Background: an optimization exercise with open tools, aiming at a short achievable clock period and few clock cycles. Do not read the settings as production practice. At most, simulation tests tie the RTL to the original design; equivalence was not proved. Power is estimated from default activity; no workload was simulated.

==> job 9064 <==
==> flow/design.v <==
package dmac_pkg;
   typedef logic [31:0] word_t;
   typedef logic [11:0] reg_offset_t;
   typedef logic [11:0] xfer_size_t;    
   typedef logic [2:0]  burst_code_t;
   typedef logic [4:0]  beat_cnt_t;     
   typedef enum logic [1:0] {
      TRANS_IDLE   = 2'b00,
      TRANS_BUSY   = 2'b01,
      TRANS_NONSEQ = 2'b10,
      TRANS_SEQ    = 2'b11
   } htrans_t;
   typedef enum logic [2:0] {
      BURST_SINGLE = 3'b000,
      BURST_INCR   = 3'b001,
      BURST_INCR4  = 3'b011,
      BURST_INCR8  = 3'b101,
      BURST_INCR16 = 3'b111
   } hburst_t;
   typedef enum logic [2:0] {
      MS_IDLE, MS_REQ, MS_RADDR, MS_RDATA, MS_WADDR, MS_WDATA
   } master_state_t;
endpackage
`timescale 1ns/1ps
module dmac_top (
   input  logic       HCLK,
   input  logic       HRESETn,
   input  logic       hsel,
   input  logic       hready,
   input  logic       hwrite,
   input  logic [1:0]    htrans,
   input  logic [31:0]      haddr,
   input  logic [31:0]      hwdata,
   output logic [31:0]      s_hrdata,
   output logic [1:0] s_hresp,
   output logic       hreadyout,
   input  logic [31:0]      hrdata,
   input  logic       hgrant,
   output logic       hbusreq,
   output logic [1:0]    m_htrans,
   output logic [31:0]      m_haddr,
   output logic       m_hwrite,
   output logic [2:0]    m_hburst,
   output logic [31:0]      m_hwdata,
   output logic       dmacintr
);
   logic rd_cfg_q, rd_src_q, rd_dst_q, rd_ctrl_q, rd_chcfg_q;
   logic wr_cfg_q, wr_src_q, wr_dst_q, wr_ctrl_q, wr_chcfg_q;
   logic bad_q;          
   logic hresp_q;
   logic hready_q;
   logic [31:0] hrdata_q;
   logic        glb_en;
   logic [31:0] src_base;
   logic [31:0] dst_base;
   logic [11:0] xfer_size;
   logic [2:0]  burst_code;
   logic        ch_en;
   logic        int_mask;
   logic        int_pend;
   logic        nz_q;       
   logic        run_q;      
   logic        intr_q;     
   logic        addr_valid;
   logic        a_cfg, a_src, a_dst, a_ctrl, a_chcfg, a_mapped;
   logic        rd_cfg_n, rd_src_n, rd_dst_n, rd_ctrl_n, rd_chcfg_n;
   logic        wr_cfg_n, wr_src_n, wr_dst_n, wr_ctrl_n, wr_chcfg_n;
   logic        bad_n;
   logic        we_cfg, we_src, we_dst, we_ctrl, we_chcfg;
   logic        glb_en_n;
   logic [31:0] src_n;
   logic [31:0] dst_n;
   logic [11:0] size_n;
   logic [2:0]  bc_n;
   logic        ch_en_n, int_mask_n, int_pend_n;
   logic        nz_n, run_q_n;
   assign nz_n    = we_ctrl  ? (hwdata[11:2] != '0) :
                    size_dec ? (xfer_size[11:2] != 10'd1) : nz_q;
   assign run_q_n = glb_en_n && ch_en_n;
   logic        size_dec;
   logic        done;
   assign addr_valid = hsel && hready && htrans[1];
   assign a_cfg    = (haddr[11:0] == 12'h030);
   assign a_src    = (haddr[11:0] == 12'h100);
   assign a_dst    = (haddr[11:0] == 12'h104);
   assign a_ctrl   = (haddr[11:0] == 12'h10C);
   assign a_chcfg  = (haddr[11:0] == 12'h110);
   assign a_mapped = a_cfg || a_src || a_dst || a_ctrl || a_chcfg;
   always_comb begin
      if (bad_q) begin
         {rd_cfg_n, rd_src_n, rd_dst_n, rd_ctrl_n, rd_chcfg_n} = '0;
         {wr_cfg_n, wr_src_n, wr_dst_n, wr_ctrl_n, wr_chcfg_n} = '0;
         bad_n = 1'b0;
      end else if (addr_valid) begin
         rd_cfg_n   = !hwrite && a_cfg;
         rd_src_n   = !hwrite && a_src;
         rd_dst_n   = !hwrite && a_dst;
         rd_ctrl_n  = !hwrite && a_ctrl;
         rd_chcfg_n = !hwrite && a_chcfg;
         wr_cfg_n   = hwrite && a_cfg;
         wr_src_n   = hwrite && a_src;
         wr_dst_n   = hwrite && a_dst;
         wr_ctrl_n  = hwrite && a_ctrl;
         wr_chcfg_n = hwrite && a_chcfg;
         bad_n      = hwrite && !a_mapped;
      end else begin
         rd_cfg_n   = rd_cfg_q   && !hready;
         rd_src_n   = rd_src_q   && !hready;
         rd_dst_n   = rd_dst_q   && !hready;
         rd_ctrl_n  = rd_ctrl_q  && !hready;
         rd_chcfg_n = rd_chcfg_q && !hready;
         wr_cfg_n   = wr_cfg_q   && !hready;
         wr_src_n   = wr_src_q   && !hready;
         wr_dst_n   = wr_dst_q   && !hready;
         wr_ctrl_n  = wr_ctrl_q  && !hready;
         wr_chcfg_n = wr_chcfg_q && !hready;
         bad_n      = 1'b0;
      end
   end
   assign we_cfg   = wr_cfg_q   && hready;
   assign we_src   = wr_src_q   && hready;
   assign we_dst   = wr_dst_q   && hready;
   assign we_ctrl  = wr_ctrl_q  && hready;
   assign we_chcfg = wr_chcfg_q && hready;
   always_comb begin
      glb_en_n   = we_cfg ? hwdata[0] : glb_en;
      src_n      = we_src ? hwdata : src_base;
      dst_n      = we_dst ? hwdata : dst_base;
      if (we_ctrl) begin
         size_n = hwdata[11:0];
         bc_n   = hwdata[14:12];
      end else begin
         size_n = size_dec ? xfer_size - 12'(4) : xfer_size;
         bc_n   = burst_code;
      end
      if (we_chcfg) begin
         ch_en_n    = hwdata[0];
         int_mask_n = hwdata[1];
         int_pend_n = hwdata[2];
      end else begin
         ch_en_n    = ch_en && !done;
         int_mask_n = int_mask;
         int_pend_n = int_pend || done;
      end
   end
   always_ff @(posedge HCLK or negedge HRESETn) begin
      if (!HRESETn) begin
         {rd_cfg_q, rd_src_q, rd_dst_q, rd_ctrl_q, rd_chcfg_q} <= '0;
         {wr_cfg_q, wr_src_q, wr_dst_q, wr_ctrl_q, wr_chcfg_q} <= '0;
         bad_q      <= 1'b0;
         hresp_q    <= 1'b0;
         hready_q   <= 1'b1;
         hrdata_q   <= '0;
         glb_en     <= 1'b0;
         src_base   <= '0;
         dst_base   <= '0;
         xfer_size  <= '0;
         burst_code <= '0;
         ch_en      <= 1'b0;
         int_mask   <= 1'b0;
         int_pend   <= 1'b0;
         nz_q       <= 1'b0;
         run_q      <= 1'b0;
         intr_q     <= 1'b0;
      end else begin
         {rd_cfg_q, rd_src_q, rd_dst_q, rd_ctrl_q, rd_chcfg_q} <=
            {rd_cfg_n, rd_src_n, rd_dst_n, rd_ctrl_n, rd_chcfg_n};
         {wr_cfg_q, wr_src_q, wr_dst_q, wr_ctrl_q, wr_chcfg_q} <=
            {wr_cfg_n, wr_src_n, wr_dst_n, wr_ctrl_n, wr_chcfg_n};
         bad_q      <= bad_n;
         hresp_q    <= bad_n || bad_q;        
         hready_q   <= !bad_n;
         hrdata_q   <= ({32{rd_cfg_n}}   & {31'd0, glb_en_n}) |
                       ({32{rd_src_n}}   & src_n) |
                       ({32{rd_dst_n}}   & dst_n) |
                       ({32{rd_ctrl_n}}  & {17'd0, bc_n, size_n}) |
                       ({32{rd_chcfg_n}} & {29'd0, int_pend_n, int_mask_n, ch_en_n});
         glb_en     <= glb_en_n;
         src_base   <= src_n;
         dst_base   <= dst_n;
         xfer_size  <= size_n;
         burst_code <= bc_n;
         ch_en      <= ch_en_n;
         int_mask   <= int_mask_n;
         int_pend   <= int_pend_n;
         nz_q       <= nz_n;
         run_q      <= run_q_n;
         intr_q     <= int_pend_n && int_mask_n;
      end
   end
   assign s_hrdata  = hrdata_q;
   assign s_hresp   = {1'b0, hresp_q};
   assign hreadyout = hready_q;
   assign dmacintr  = intr_q;
   logic        busy_q;       
   logic        hbr_q;        
   logic        wgnt_q;       
   logic [1:0]  trans_q;
   logic [31:2] addr_q;
   logic        write_q;
   logic [2:0]  burst_q;
   logic [4:0]  cnt_q;        
   logic        last_q;       
   logic        c2_q;         
   logic [4:0]  len_q;        
   logic        l1_q;         
   logic        l2_q;         
   logic [31:2] rs_q;         
   logic [31:2] ws_q;         
   logic [9:0]  rem_q;        
   logic [4:0]  nlen_q;
   logic [2:0]  ncode_q;
   logic        nl1_q;
   logic        nl2_q;
   logic        more_q;       
   logic        dp_q;         
   logic        dpw_q;        
   logic        dpl_q;        
   logic [31:0] rq_q;         
   logic        rv_q;         
   logic [3:0]  fill_q;       
   logic [3:0]  drain_q;      
   logic [31:0] mem [16];
   logic [31:0] wd_q;
   logic        go;
   logic        first;
   logic        acc;
   logic        bstart;
   logic [4:0]  plen;
   logic [2:0]  pcode;
   logic [9:0]  nrem;
   logic        ntail;
   logic [4:0]  flen;
   logic [2:0]  fcode;
   logic [31:2] addr_inc;
   logic [31:2] addr_acc;
   logic [1:0]  trans_acc;
   logic [31:0] wsrc;
   always_comb begin
      case (burst_code)
         3'd0:    begin plen = 5'd1;  pcode = 3'b000; end    
         3'd1:    begin plen = 5'd4;  pcode = 3'b011; end    
         3'd2:    begin plen = 5'd8;  pcode = 3'b101; end    
         default: begin plen = 5'd16; pcode = 3'b111; end    
      endcase
   end
   assign nrem  = busy_q ? rem_q : xfer_size[11:2];
   assign ntail = (nrem < {5'd0, plen});
   assign flen  = ntail ? nrem[4:0] : plen;
   assign fcode = ntail ? 3'b001 : pcode;              
   assign go       = !busy_q && run_q && nz_q;
   assign first    = wgnt_q && hready && hgrant;
   assign acc      = hready && trans_q[1];
   assign bstart   = first || (acc && last_q && write_q);
   assign addr_inc = addr_q + 30'd1;
   assign addr_acc = !last_q ? addr_inc : write_q ? rs_q : ws_q;
   always_comb begin
      if (!last_q)
         trans_acc = 2'b11;
      else if (!write_q || more_q)
         trans_acc = 2'b10;
      else
         trans_acc = 2'b00;
   end
   assign size_dec = hready && dp_q && dpw_q;
   assign done     = hready && (dpl_q || (!busy_q && run_q && !nz_q));
   always_ff @(posedge HCLK or negedge HRESETn) begin
      if (!HRESETn) begin
         busy_q  <= 1'b0;
         hbr_q   <= 1'b0;
         wgnt_q  <= 1'b0;
         trans_q <= 2'b00;
         addr_q  <= '0;
         write_q <= 1'b0;
         burst_q <= 3'b000;
         cnt_q   <= '0;
         last_q  <= 1'b0;
         c2_q    <= 1'b0;
         len_q   <= '0;
         l1_q    <= 1'b0;
         l2_q    <= 1'b0;
         rs_q    <= '0;
         ws_q    <= '0;
         rem_q   <= '0;
         nlen_q  <= '0;
         ncode_q <= 3'b000;
         nl1_q   <= 1'b0;
         nl2_q   <= 1'b0;
         more_q  <= 1'b0;
         dp_q    <= 1'b0;
         dpw_q   <= 1'b0;
         dpl_q   <= 1'b0;
      end else begin
         busy_q <= go || (busy_q && !(hready && dpl_q));
         hbr_q  <= (go || (busy_q && !(hready && dpl_q))) || (run_q_n && nz_q);
         wgnt_q <= go || (wgnt_q && !(hready && hgrant));
         nlen_q  <= flen;
         ncode_q <= fcode;
         nl1_q   <= (flen == 5'd1);
         nl2_q   <= (flen == 5'd2);
         more_q  <= (nrem != '0);
         if (go) begin
            addr_q <= src_base[31:2];
            rem_q  <= xfer_size[11:2];
         end else if (bstart)
            rem_q  <= rem_q - {5'd0, nlen_q};
         if (go)
            ws_q <= dst_base[31:2];
         else if (trans_q[1] && write_q)
            ws_q <= addr_inc;
         if (trans_q[1] && !write_q)
            rs_q <= addr_inc;
         if (first) begin
            trans_q <= 2'b10;
         end else if (acc) begin
            trans_q <= trans_acc;
            addr_q  <= addr_acc;
            write_q <= write_q ^ last_q;
         end
         if (bstart) begin
            burst_q <= ncode_q;
            len_q   <= nlen_q;
            l1_q    <= nl1_q;
            l2_q    <= nl2_q;
            cnt_q   <= nlen_q;
            last_q  <= nl1_q;
            c2_q    <= nl2_q;
         end else if (acc) begin
            if (last_q) begin
               cnt_q  <= len_q;
               last_q <= l1_q;
               c2_q   <= l2_q;
            end else begin
               cnt_q  <= cnt_q - 5'd1;
               last_q <= c2_q;
               c2_q   <= (cnt_q == 5'd3);
            end
         end
         if (hready) begin
            dp_q  <= trans_q[1];
            dpw_q <= trans_q[1] && write_q;
            dpl_q <= trans_q[1] && write_q && last_q && !more_q;
         end
      end
   end
   always_ff @(posedge HCLK or negedge HRESETn) begin
      if (!HRESETn) begin
         rv_q    <= 1'b0;
         fill_q  <= '0;
         drain_q <= '0;
      end else begin
         rv_q <= hready && dp_q && !dpw_q;
         if (go) begin
            fill_q  <= '0;
            drain_q <= '0;
         end else begin
            if (rv_q)
               fill_q <= fill_q + 4'd1;
            if (acc && write_q)
               drain_q <= drain_q + 4'd1;
         end
      end
   end
   always_ff @(posedge HCLK) begin
      rq_q <= hrdata;
      if (rv_q)
         mem[fill_q] <= rq_q;
   end
   assign wsrc = l1_q ? hrdata :
                 (rv_q && fill_q == drain_q) ? rq_q : mem[drain_q];
   always_ff @(posedge HCLK or negedge HRESETn) begin
      if (!HRESETn)
         wd_q <= '0;
      else if (acc && write_q)
         wd_q <= wsrc;
   end
   assign hbusreq  = hbr_q;
   assign m_htrans = trans_q;
   assign m_haddr  = {addr_q, 2'b00};
   assign m_hwrite = write_q;
   assign m_hburst = burst_q;
   assign m_hwdata = wd_q;
endmodule
==> flow/run.sh <==
#!/bin/bash
# synth_recipe.tcl (not shown) runs the flow's synth.tcl, then flattens the netlist and writes it again
# the make line also repeats each setting of config.mk as NAME=value (left out here)
make -C /OpenROAD-flow-scripts/flow DESIGN_CONFIG=/design/flow/config.mk WORK_HOME=/design/flow/orfs CLKGATE_MAP_FILE= SYNTH_SCRIPT=/design/flow/synth_recipe.tcl finish
==> flow/config.mk <==
export PLATFORM = sky130hd
export DESIGN_NAME = dmac_top
export DESIGN_NICKNAME = dmac_top
export VERILOG_FILES = /design/flow/design.v
export SDC_FILE = /design/flow/constraint.sdc
export NUM_CORES = 4
export LEC_CHECK = 0
export CAP_MARGIN = 20
export CORE_MARGIN = 2
export CORE_UTILIZATION = 65
export SETUP_SLACK_MARGIN = 4.5
export SLEW_MARGIN = 20
==> flow/constraint.sdc <==
create_clock -name core_clock -period 6.0 [get_ports {HCLK}]
set_input_delay 1.2000 -clock core_clock [delete_from_list [all_inputs] [get_ports {HCLK}]]
set_output_delay 1.2000 -clock core_clock [all_outputs]
set_load 0.01 [all_outputs]
==> job 5289: changes against job 9064 <==
--- a/flow/design.v
+++ b/flow/design.v
@@ -74,8 +74,7 @@
    logic [2:0]  bc_n;
    logic        ch_en_n, int_mask_n, int_pend_n;
    logic        nz_n, run_q_n;
-   assign nz_n    = we_ctrl  ? (hwdata[11:2] != '0) :
-                    size_dec ? (xfer_size[11:2] != 10'd1) : nz_q;
+   assign nz_n    = (size_n[11:2] != '0);
    assign run_q_n = glb_en_n && ch_en_n;
    logic        size_dec;
    logic        done;
@@ -292,7 +291,7 @@
          dpl_q   <= 1'b0;
       end else begin
          busy_q <= go || (busy_q && !(hready && dpl_q));
-         hbr_q  <= (go || (busy_q && !(hready && dpl_q))) || (run_q_n && nz_q);
+         hbr_q  <= (go || (busy_q && !(hready && dpl_q))) || (run_q_n && nz_n);
          wgnt_q <= go || (wgnt_q && !(hready && hgrant));
          nlen_q  <= flen;
          ncode_q <= fcode;
- ABC_CLOCK_PERIOD_IN_PS: unset -> 1500
- CORE_UTILIZATION: 65 -> 40
==> job 1161: changes against job 9064 <==
==> flow/design.v, changed modules only <==
module dmac_top (
   input  logic       HCLK,
   input  logic       HRESETn,
   input  logic       hsel,
   input  logic       hready,
   input  logic       hwrite,
   input  logic [1:0]    htrans,
   input  logic [31:0]      haddr,
   input  logic [31:0]      hwdata,
   output logic [31:0]      s_hrdata,
   output logic [1:0] s_hresp,
   output logic       hreadyout,
   input  logic [31:0]      hrdata,
   input  logic       hgrant,
   output logic       hbusreq,
   output logic [1:0]    m_htrans,
   output logic [31:0]      m_haddr,
   output logic       m_hwrite,
   output logic [2:0]    m_hburst,
   output logic [31:0]      m_hwdata,
   output logic       dmacintr
);
   logic rd_cfg_q, rd_src_q, rd_dst_q, rd_ctrl_q, rd_chcfg_q;
   logic wr_cfg_q, wr_src_q, wr_dst_q, wr_ctrl_q, wr_chcfg_q;
   logic bad_q;          
   logic hresp_q;
   logic hready_q;
   logic [31:0] hrdata_q;
   logic        glb_en;
   logic [31:0] src_base;
   logic [31:0] dst_base;
   logic [11:0] xfer_size;
   logic [2:0]  burst_code;
   logic        ch_en;
   logic        int_mask;
   logic        int_pend;
   logic        nz_q;       
   logic        run_q;      
   logic        intr_q;     
   logic        addr_valid;
   logic        a_cfg, a_src, a_dst, a_ctrl, a_chcfg, a_mapped;
   logic        rd_cfg_n, rd_src_n, rd_dst_n, rd_ctrl_n, rd_chcfg_n;
   logic        wr_cfg_n, wr_src_n, wr_dst_n, wr_ctrl_n, wr_chcfg_n;
   logic        bad_n;
   logic        we_cfg, we_src, we_dst, we_ctrl, we_chcfg;
   logic        glb_en_n;
   logic [31:0] src_n;
   logic [31:0] dst_n;
   logic [11:0] size_n;
   logic [2:0]  bc_n;
   logic        ch_en_n, int_mask_n, int_pend_n;
   logic        size_dec;
   logic        done;
   assign addr_valid = hsel && hready && htrans[1];
   assign a_cfg    = (haddr[11:0] == 12'h030);
   assign a_src    = (haddr[11:0] == 12'h100);
   assign a_dst    = (haddr[11:0] == 12'h104);
   assign a_ctrl   = (haddr[11:0] == 12'h10C);
   assign a_chcfg  = (haddr[11:0] == 12'h110);
   assign a_mapped = a_cfg || a_src || a_dst || a_ctrl || a_chcfg;
   always_comb begin
      if (bad_q) begin
         {rd_cfg_n, rd_src_n, rd_dst_n, rd_ctrl_n, rd_chcfg_n} = '0;
         {wr_cfg_n, wr_src_n, wr_dst_n, wr_ctrl_n, wr_chcfg_n} = '0;
         bad_n = 1'b0;
      end else if (addr_valid) begin
         rd_cfg_n   = !hwrite && a_cfg;
         rd_src_n   = !hwrite && a_src;
         rd_dst_n   = !hwrite && a_dst;
         rd_ctrl_n  = !hwrite && a_ctrl;
         rd_chcfg_n = !hwrite && a_chcfg;
         wr_cfg_n   = hwrite && a_cfg;
         wr_src_n   = hwrite && a_src;
         wr_dst_n   = hwrite && a_dst;
         wr_ctrl_n  = hwrite && a_ctrl;
         wr_chcfg_n = hwrite && a_chcfg;
         bad_n      = hwrite && !a_mapped;
      end else begin
         rd_cfg_n   = rd_cfg_q   && !hready;
         rd_src_n   = rd_src_q   && !hready;
         rd_dst_n   = rd_dst_q   && !hready;
         rd_ctrl_n  = rd_ctrl_q  && !hready;
         rd_chcfg_n = rd_chcfg_q && !hready;
         wr_cfg_n   = wr_cfg_q   && !hready;
         wr_src_n   = wr_src_q   && !hready;
         wr_dst_n   = wr_dst_q   && !hready;
         wr_ctrl_n  = wr_ctrl_q  && !hready;
         wr_chcfg_n = wr_chcfg_q && !hready;
         bad_n      = 1'b0;
      end
   end
   assign we_cfg   = wr_cfg_q   && hready;
   assign we_src   = wr_src_q   && hready;
   assign we_dst   = wr_dst_q   && hready;
   assign we_ctrl  = wr_ctrl_q  && hready;
   assign we_chcfg = wr_chcfg_q && hready;
   always_comb begin
      glb_en_n   = we_cfg ? hwdata[0] : glb_en;
      src_n      = we_src ? hwdata : src_base;
      dst_n      = we_dst ? hwdata : dst_base;
      if (we_ctrl) begin
         size_n = hwdata[11:0];
         bc_n   = hwdata[14:12];
      end else begin
         size_n = size_dec ? xfer_size - 12'(4) : xfer_size;
         bc_n   = burst_code;
      end
      if (we_chcfg) begin
         ch_en_n    = hwdata[0];
         int_mask_n = hwdata[1];
         int_pend_n = hwdata[2];
      end else begin
         ch_en_n    = ch_en && !done;
         int_mask_n = int_mask;
         int_pend_n = int_pend || done;
      end
   end
   always_ff @(posedge HCLK or negedge HRESETn) begin
      if (!HRESETn) begin
         {rd_cfg_q, rd_src_q, rd_dst_q, rd_ctrl_q, rd_chcfg_q} <= '0;
         {wr_cfg_q, wr_src_q, wr_dst_q, wr_ctrl_q, wr_chcfg_q} <= '0;
         bad_q      <= 1'b0;
         hresp_q    <= 1'b0;
         hready_q   <= 1'b1;
         hrdata_q   <= '0;
         glb_en     <= 1'b0;
         src_base   <= '0;
         dst_base   <= '0;
         xfer_size  <= '0;
         burst_code <= '0;
         ch_en      <= 1'b0;
         int_mask   <= 1'b0;
         int_pend   <= 1'b0;
         nz_q       <= 1'b0;
         run_q      <= 1'b0;
         intr_q     <= 1'b0;
      end else begin
         {rd_cfg_q, rd_src_q, rd_dst_q, rd_ctrl_q, rd_chcfg_q} <=
            {rd_cfg_n, rd_src_n, rd_dst_n, rd_ctrl_n, rd_chcfg_n};
         {wr_cfg_q, wr_src_q, wr_dst_q, wr_ctrl_q, wr_chcfg_q} <=
            {wr_cfg_n, wr_src_n, wr_dst_n, wr_ctrl_n, wr_chcfg_n};
         bad_q      <= bad_n;
         hresp_q    <= bad_n || bad_q;        
         hready_q   <= !bad_n;
         hrdata_q   <= ({32{rd_cfg_n}}   & {31'd0, glb_en_n}) |
                       ({32{rd_src_n}}   & src_n) |
                       ({32{rd_dst_n}}   & dst_n) |
                       ({32{rd_ctrl_n}}  & {17'd0, bc_n, size_n}) |
                       ({32{rd_chcfg_n}} & {29'd0, int_pend_n, int_mask_n, ch_en_n});
         glb_en     <= glb_en_n;
         src_base   <= src_n;
         dst_base   <= dst_n;
         xfer_size  <= size_n;
         burst_code <= bc_n;
         ch_en      <= ch_en_n;
         int_mask   <= int_mask_n;
         int_pend   <= int_pend_n;
         nz_q       <= (size_n[11:2] != '0);
         run_q      <= glb_en_n && ch_en_n;
         intr_q     <= int_pend_n && int_mask_n;
      end
   end
   assign s_hrdata  = hrdata_q;
   assign s_hresp   = {1'b0, hresp_q};
   assign hreadyout = hready_q;
   assign dmacintr  = intr_q;
   logic        busy_q;       
   logic        wgnt_q;       
   logic [1:0]  trans_q;
   logic [31:2] addr_q;
   logic        write_q;
   logic [2:0]  burst_q;
   logic [4:0]  cnt_q;        
   logic        last_q;       
   logic [4:0]  len_q;        
   logic        l1_q;         
   logic [31:2] rs_q;         
   logic [31:2] ws_q;         
   logic [9:0]  rem_q;        
   logic        dp_q;         
   logic        dpw_q;        
   logic        dpl_q;        
   logic [31:0] rq_q;         
   logic        rv_q;         
   logic [3:0]  fill_q;       
   logic [3:0]  drain_q;      
   logic [31:0] mem [16];
   logic [31:0] wd_q;
   logic        go;
   logic        first;
   logic        acc;
   logic        more;
   logic [4:0]  plen;
   logic [2:0]  pcode;
   logic        tail;
   logic [4:0]  nlen;
   logic [2:0]  ncode;
   logic [31:2] addr_inc;
   logic [31:0] wsrc;
   always_comb begin
      case (burst_code)
         3'd0:    begin plen = 5'd1;  pcode = 3'b000; end    
         3'd1:    begin plen = 5'd4;  pcode = 3'b011; end    
         3'd2:    begin plen = 5'd8;  pcode = 3'b101; end    
         default: begin plen = 5'd16; pcode = 3'b111; end    
      endcase
   end
   assign tail  = (rem_q < {5'd0, plen});
   assign nlen  = tail ? rem_q[4:0] : plen;
   assign ncode = tail ? 3'b001 : pcode;              
   assign more  = (rem_q != '0);
   assign go       = !busy_q && run_q && nz_q;
   assign first    = wgnt_q && hready && hgrant;
   assign acc      = hready && trans_q[1];
   assign addr_inc = addr_q + 30'd1;
   assign size_dec = hready && dp_q && dpw_q;
   assign done     = hready && (dpl_q || (!busy_q && run_q && !nz_q));
   always_ff @(posedge HCLK or negedge HRESETn) begin
      if (!HRESETn) begin
         busy_q  <= 1'b0;
         wgnt_q  <= 1'b0;
         trans_q <= 2'b00;
         addr_q  <= '0;
         write_q <= 1'b0;
         burst_q <= 3'b000;
         cnt_q   <= '0;
         last_q  <= 1'b0;
         len_q   <= '0;
         l1_q    <= 1'b0;
         rs_q    <= '0;
         ws_q    <= '0;
         rem_q   <= '0;
         dp_q    <= 1'b0;
         dpw_q   <= 1'b0;
         dpl_q   <= 1'b0;
      end else begin
         if (go) begin
            busy_q <= 1'b1;
            wgnt_q <= 1'b1;
            addr_q <= src_base[31:2];
            ws_q   <= dst_base[31:2];
            rem_q  <= xfer_size[11:2];
         end else if (first) begin
            wgnt_q  <= 1'b0;
            trans_q <= 2'b10;
            write_q <= 1'b0;
            burst_q <= ncode;
            len_q   <= nlen;
            l1_q    <= (nlen == 5'd1);
            cnt_q   <= nlen;
            last_q  <= (nlen == 5'd1);
            rem_q   <= rem_q - {5'd0, nlen};
         end else if (acc) begin
            if (!last_q) begin
               addr_q  <= addr_inc;
               trans_q <= 2'b11;
               cnt_q   <= cnt_q - 5'd1;
               last_q  <= (cnt_q == 5'd2);
            end else if (!write_q) begin
               rs_q    <= addr_inc;
               addr_q  <= ws_q;
               trans_q <= 2'b10;
               write_q <= 1'b1;
               cnt_q   <= len_q;
               last_q  <= l1_q;
            end else begin
               ws_q    <= addr_inc;
               addr_q  <= rs_q;
               write_q <= 1'b0;
               trans_q <= more ? 2'b10 : 2'b00;
               burst_q <= ncode;
               len_q   <= nlen;
               l1_q    <= (nlen == 5'd1);
               cnt_q   <= nlen;
               last_q  <= (nlen == 5'd1);
               rem_q   <= rem_q - {5'd0, nlen};
            end
         end
         if (done)
            busy_q <= 1'b0;
         if (acc) begin
            dp_q  <= 1'b1;
            dpw_q <= write_q;
            dpl_q <= write_q && last_q && !more;
         end else if (hready) begin
            dp_q  <= 1'b0;
            dpw_q <= 1'b0;
            dpl_q <= 1'b0;
         end
      end
   end
   always_ff @(posedge HCLK or negedge HRESETn) begin
      if (!HRESETn) begin
         rv_q    <= 1'b0;
         fill_q  <= '0;
         drain_q <= '0;
      end else begin
         rv_q <= hready && dp_q && !dpw_q;
         if (go) begin
            fill_q  <= '0;
            drain_q <= '0;
         end else begin
            if (rv_q)
               fill_q <= fill_q + 4'd1;
            if (acc && write_q)
               drain_q <= drain_q + 4'd1;
         end
      end
   end
   always_ff @(posedge HCLK) begin
      rq_q <= hrdata;
      if (rv_q)
         mem[fill_q] <= rq_q;
   end
   assign wsrc = l1_q ? hrdata :
                 (rv_q && fill_q == drain_q) ? rq_q : mem[drain_q];
   always_ff @(posedge HCLK or negedge HRESETn) begin
      if (!HRESETn)
         wd_q <= '0;
      else if (acc && write_q)
         wd_q <= wsrc;
   end
   assign hbusreq  = busy_q || (run_q && nz_q);
   assign m_htrans = trans_q;
   assign m_haddr  = {addr_q, 2'b00};
   assign m_hwrite = write_q;
   assign m_hburst = burst_q;
   assign m_hwdata = wd_q;
endmodule
- ABC_CLOCK_PERIOD_IN_PS: unset -> 1500
- CORE_UTILIZATION: 65 -> 40
==> summary of the runs <==
- Job 5289 ran to the end with no violations. Job 9064 stopped in global routing, error GRT-0232. Job 1161 went through all stages and came out clean.
- Routed wire length: job 1161 is smaller than job 5289 (2.7%).
- Against job 1161, the sequential power of job 5289 is smaller by about 19%.
- Against job 1161, the critical path depth of job 5289 is lower by 5.
- In job 1161 the total power is larger than in job 5289, by 84%.
- Area after synthesis: job 9064 > job 5289 > job 1161.
- In job 1161 the maximum frequency is smaller than in job 5289, by 25%.
==> figures <==
Post-DR vias/cell: job 1161 5.968; job 9064 -; job 5289 5.964
Die Width: job 1161 296.9 um; job 9064 236.1 um; job 5289 298.3 um
Slew @ Worst Pin: job 1161 1072 ps; job 9064 -; job 5289 861.8 ps
Biggest fanout along the worst timing path: job 1161 4; job 9064 -; job 5289 4
Run status: job 1161 timing/DRC/antenna clean; job 9064 aborted with a tool error; job 5289 timing/DRC/antenna clean
Failing step: job 1161 -; job 9064 global routing; job 5289 -
Final count of pins violating max slew: job 1161 0; job 9064 -; job 5289 0
Amount of wire on met2 after detailed routing: job 1161 57420 um; job 9064 -; job 5289 60970 um
Static power due to leakage: job 1161 19.11 nW; job 9064 -; job 5289 19.75 nW
Relative contribution of combinational cells to total power: job 1161 0.403; job 9064 -; job 5289 0.025
TAP cells: job 1161 1144; job 9064 -; job 5289 1144
Cell Int Power: job 1161 14.68 mW; job 9064 -; job 5289 9.454 mW
Total area of multi-input combinational cells: job 1161 13760 um2; job 9064 -; job 5289 12720 um2
Final worst clock skew: job 1161 51.01 ps; job 9064 -; job 5289 54.40 ps
Worst Path Buf+Inv: job 1161 0; job 9064 -; job 5289 2
Testbench counts of job 9064, summed over its fixed seeds: cycles 22,325.
Testbench counts of job 1161, summed over its fixed seeds: cycles 22,325.
Only the layout flow was run in job 5289; the RTL was not checked for function there.

-- re-timing with driven ports --
The flow's constraints put no driver on any port. The routed layouts listed below were extracted and timed again, unchanged, in two steps. Step 1: set_driving_cell puts a clkbuf_16 on HCLK and a buf_2 on each other input, an assumption about the parent block. Step 2 adds t to the input delays and takes it off the output delays; t is the mean of the earliest and latest rising clock arrival at the registers after step 1. Input paths then give back, and output paths get back, about the clock's delay inside the block. Three values: no drivers, after step 1, after step 2; two values: the first two.
| run | shift t [ns] | setup slack, ns | worst setup path after step 2 |
|---|---|---|---|
| job 5289 | 0.728 | 3.371 / 3.328 / 2.600 | input to register |
| job 1161 | 0.719 | 2.500 / 2.500 / 2.500 | register to register |
After both steps setup and hold are still met in every run listed. For job 5289, which loses most, drivers alone change the setup slack by -0.043 ns; drivers and shift together by -0.771 ns.
